This design comes from an exercise in tuning for small area, a short achievable clock period and few clock cycles per item on the open sky130 flow, not from production work.
The RTL was checked by simulation tests, not by an equivalence proof against the original design.

==> inputs of branch raven <==
Design fir_symm_tdm, start of the top module:
module fir_symm_tdm (
  input  logic        clk,
  input  logic        rst,
  input  logic        clear,
  input  logic        in_valid,
  output logic        in_ready,
  input  logic [15:0] in_data,
  input  logic        coef_we,
  input  logic [5:0]  coef_addr,
  input  logic [17:0] coef_wdata,
  output logic        out_valid,
  output logic [15:0] out_data,
  output logic        out_sat
);
Settings: LEC_CHECK=0, CAP_MARGIN=20, CORE_MARGIN=2, CORE_UTILIZATION=40, SLEW_MARGIN=20, SYNTH_HIERARCHICAL=1, SYNTH_MINIMUM_KEEP_SIZE=0; clock period 12.0 ns.
standard.sh (not shown) runs the stock make flow with config.mk's settings and CLKGATE_MAP_FILE= SYNTH_SCRIPT=/design/flow/synth_recipe.tcl, a recipe that flattens the netlist after the stock synthesis.
==> flow/flow/run.sh <==
#!/bin/bash
# The standard layout (standard.sh), with three changes to how the layout is made:
#  - the port buffers are buf_4 cells (buffer_ports -buffer_cell) instead of the slow
#    default, so the combinational clear/rst -> in_ready path and the input paths are short;
#  - more antenna-repair iterations after detailed routing;
#  - timing repair aims 6.9 ns below the clock period (the constraints are unchanged).
# The make output goes to make_finish.log; ORFS writes each tool's log under orfs/logs.
set -euo pipefail
bash standard.sh \
  "BUFFER_PORTS_ARGS=-buffer_cell sky130_fd_sc_hd__buf_4" \
  "MAX_REPAIR_ANTENNAS_ITER_DRT=10" \
  "SETUP_SLACK_MARGIN=6.9" "TNS_END_PERCENT=100" \
  finish > make_finish.log 2>&1
==> branch tundra: changes against branch raven <==
--- a/flow/design.v
+++ b/flow/design.v
@@ -22,17 +22,17 @@
   input  logic [17:0] coef_wdata,
   output logic        out_valid,
   output logic [15:0] out_data,
   output logic        out_sat
 );
   logic [6:0] fl_q;
   logic       rdy_q;
   logic       accept, shift;
-  logic [3:0] v_q;    
+  logic [4:0] v_q;    
   assign in_ready = rdy_q && !clear && !rst;
   assign accept   = in_valid && in_ready;
   assign shift    = accept || !rdy_q;
   always_ff @(posedge clk or posedge rst) begin
     if (rst) begin
       fl_q  <= 7'd102;
       rdy_q <= 1'b0;
     end else if (clear) begin
@@ -44,66 +44,49 @@
     end
   end
   always_ff @(posedge clk or posedge rst) begin
     if (rst) begin
       v_q       <= '0;
       out_valid <= 1'b0;
     end else begin
       v_q[0]    <= accept;
-      for (int i = 1; i < 4; i++) v_q[i] <= v_q[i-1] && !clear;
-      out_valid <= v_q[3] && !clear;
+      for (int i = 1; i < 5; i++) v_q[i] <= v_q[i-1] && !clear;
+      out_valid <= v_q[4] && !clear;
     end
   end
   logic [101:0][15:0] x_q;
-  logic [50:0][8:0][2:0] cb;
+  logic [50:0][17:0]  c_q;
   always_ff @(posedge clk) begin
     if (shift) x_q <= {x_q[100:0], (rdy_q ? in_data : 16'd0)};
   end
-  logic        wr_q, rz_q;
-  logic [5:0]  wa_q;
-  logic [17:0] wd_q;
-  always_ff @(posedge clk or posedge rst) begin
-    if (rst) wr_q <= 1'b0;
-    else     wr_q <= coef_we;
-  end
-  always_ff @(posedge clk) begin
-    rz_q <= rst;
-    wa_q <= coef_addr;
-    wd_q <= coef_wdata;
-  end
-  logic [8:0][2:0] wb;    
-  logic [18:0] wx;
-  assign wx = {wd_q, 1'b0};
-  for (genvar j = 0; j < 9; j++) begin : g_wrec
-    logic b0, b1, b2;
-    assign b0 = wx[2*j];
-    assign b1 = wx[2*j+1];
-    assign b2 = wx[2*j+2];
-    assign wb[j][0] = ~rz_q & (b1 ^ b0);                               
-    assign wb[j][1] = ~rz_q & ((b2 & ~b1 & ~b0) | (~b2 & b1 & b0));    
-    assign wb[j][2] = ~rz_q & b2 & ~(b1 & b0);                         
-  end
+  logic [17:0] cw;
+  assign cw = coef_wdata & {18{~rst}};
   for (genvar i = 0; i < 51; i++) begin : g_coef
     always_ff @(posedge clk) begin
-      if (rz_q || (wr_q && wa_q == 6'(i))) cb[i] <= wb;
+      if (rst || (coef_we && coef_addr == 6'(i))) c_q[i] <= cw;
     end
   end
   logic [8:0][17:0][50:0] pp;    
   logic [8:0][50:0] ng;              
   for (genvar k = 0; k < 51; k++) begin : g_tap
     logic signed [16:0] s;
     logic [18:0] sx;
+    logic [18:0] cx;
     always_ff @(posedge clk) s <= $signed(x_q[k]) + $signed(x_q[101-k]);
     assign sx = {s[16], s, 1'b0};           
+    assign cx = {c_q[k], 1'b0};
     for (genvar j = 0; j < 9; j++) begin : g_dig
-      logic one, two, neg;
-      assign one = cb[k][j][0];
-      assign two = cb[k][j][1];
-      assign neg = cb[k][j][2];
+      logic b0, b1, b2, one, two, neg;
+      assign b0  = cx[2*j];
+      assign b1  = cx[2*j+1];
+      assign b2  = cx[2*j+2];
+      assign one = b1 ^ b0;
+      assign two = (b2 & ~b1 & ~b0) | (~b2 & b1 & b0);
+      assign neg = b2 & ~(b1 & b0);
       assign ng[j][k] = neg;
       for (genvar i = 0; i < 18; i++) begin : g_bit
         logic p;
         assign p = ((one & sx[i+1]) | (two & sx[i])) ^ neg;
         if (i == 17) assign pp[j][i][k] = ~p;
         else assign pp[j][i][k] = p;
       end
     end
@@ -1199,11 +1182,13 @@
   logic [39:0] sum;
   assign sum = {r11_39[0], s14_38[0], s14_37[0], s14_36[0], s13_35[0], k13_33[0], s13_33[0], k13_31[0], k13_30[0], k14_29[0], s14_29[0], k14_27[0], k14_26[0], k14_25[0], k14_24[0], k14_23[0], k14_22[0], s14_22[0], s14_21[0], k14_19[0], s14_19[0], s14_18[0], k14_16[0], s14_16[0], k14_14[0], s14_14[0], k14_12[0], s14_12[0], s14_11[0], k14_9[0], s14_9[0], s13_8[0], s12_7[0], r11_6[0], r11_5[0], r11_4[0], r11_3[0], r11_2[0], r11_1[0], r11_0[0]}
              + {k14_38[0], k14_37[0], k14_36[0], 1'b0, 1'b0, s12_34[0], k13_32[0], s13_32[0], s13_31[0], s13_30[0], k14_28[0], s14_28[0], s14_27[0], s14_26[0], s14_25[0], s14_24[0], s14_23[0], k14_21[0], k14_20[0], s14_20[0], k14_18[0], k14_17[0], s14_17[0], k14_15[0], s14_15[0], k14_13[0], s14_13[0], k14_11[0], k14_10[0], s14_10[0], 1'b0, 1'b0, 1'b0, 1'b0, 1'b0, 1'b0, 1'b0, 1'b0, 1'b0, r11_0[1]};
   logic [39:16] acc;
   always_ff @(posedge clk) acc <= sum[39:16];
   logic sat_hi, sat_lo;
   assign sat_hi = !acc[39] && (acc[38:31] != '0);
   assign sat_lo =  acc[39] && (acc[38:31] != '1);
-  assign out_sat  = sat_hi || sat_lo;
-  assign out_data = sat_hi ? 16'h7fff : sat_lo ? 16'h8000 : acc[31:16];
+  always_ff @(posedge clk) begin
+    out_sat  <= sat_hi || sat_lo;
+    out_data <= sat_hi ? 16'h7fff : sat_lo ? 16'h8000 : acc[31:16];
+  end
 endmodule
==> flow/run.sh (new file) <==
#!/bin/bash
# synth_recipe.tcl (not shown) runs the flow's synth.tcl, then flattens the netlist and writes it again
# the make line also repeats each setting of config.mk as NAME=value (left out here)
make -C /OpenROAD-flow-scripts/flow DESIGN_CONFIG=/design/flow/config.mk WORK_HOME=/design/flow/orfs CLKGATE_MAP_FILE= SYNTH_SCRIPT=/design/flow/synth_recipe.tcl finish
- CORE_UTILIZATION: 40 -> 35
removed: flow/flow/run.sh
removed: flow/standard.sh
==> run summary <==
Branch tundra completed and failed the layout checks on antenna rules. Branch raven finished with timing, DRC and antenna clean.
Between branch tundra and branch raven, the lower register-to-register slack is in branch tundra (gap 400 ps).
Between branch raven and branch tundra, the lower die area is in branch raven (gap 13%, measured against branch tundra).
Of branch tundra and branch raven, branch tundra has the higher cell count (gap 10%, measured against branch raven).
In branch raven the synthesized cell count is lower than in branch tundra, by about 7%.
Between branch tundra and branch raven, the lower sequential share of layout area is in branch tundra (gap 2.9 points).
Between branch tundra and branch raven, the lower global-route usage is in branch tundra (gap 6.5 points).
In branch raven the hold slack is lower than in branch tundra, by 8.8 ps.
Between branch tundra and branch raven, the lower first-iteration DRC count is in branch tundra (gap about 6.5%, measured against branch raven).
Against branch raven, the fmax of branch tundra is lower by 17%.
==> figures <==
|  | branch raven | branch tundra |
|---|---|---|
| Share of the final layout cell area in sequential cells | 25.5% | 22.6% |
| Highest achievable clock rate | 190 MHz | 158 MHz |
| Result of the run | complete, no violations | finished with violations |
| Reasons for failing layout checks | - | antenna rules |
| R2R Setup Slk | 6990 ps | 6590 ps |
| Utilization of the core after routing | 43.0% | 37.8% |
| Most crowded layer after global routing | met1 | met2 |
| Sinks on the clock net | 5255 | 4788 |
| Footprint of the multi-input gates | 343000 sq um | 359000 sq um |
| Layout cells sized above 1 | 5.97% | 6.12% |
| Overall global routing resource usage | 32.6% | 26.1% |
| Worst R2R End | r5_36[1]$_DFF_P_ | r5_34[3]$_DFF_P_ |
| Post-cts gate resize count | 40 | 0 |
| Post-synthesis cell count | 40000 | 42800 |
| Flip-flop and latch count after synthesis | 5255 | 4788 |
| NumNets Final | 46700 | 50500 |
| Post-placement worst setup slack | 6020 ps | 5660 ps |
| Setup repair after global routing missed its margin | true | false |
| Average routed wire per standard cell | 37.9 microns | 32.0 microns |
Testbench counts of branch raven, summed over its fixed seeds: cycles 552, items 512.
Testbench counts of branch tundra, summed over its fixed seeds: cycles 560, items 512.

[what the ideal ports hide]
How much do the figures lean on ideal ports? The routed layouts below were timed once more, with nothing changed but the port constraints. Step 1 assumes that a clkbuf_16 drives the clock port and a buf_2 every other input. Step 2 adds t to the input delays and takes it off the output delays; t is the mean of the earliest and latest rising clock arrival at the registers after step 1. Input paths then give back, and output paths get back, about the clock's delay inside the block. Three values: ideal, step 1, step 2; two values: the first two.
run	t, ns	setup WS [ns]	worst setup path after step 2
branch raven	1.325	6.749 / 6.701 / 5.766	input to register
branch tundra	1.333	5.658 / 5.638 / 5.057	input to register
The setup slack of branch raven, which loses most, moves by -0.048 ns with the drivers and by -0.983 ns with both steps.
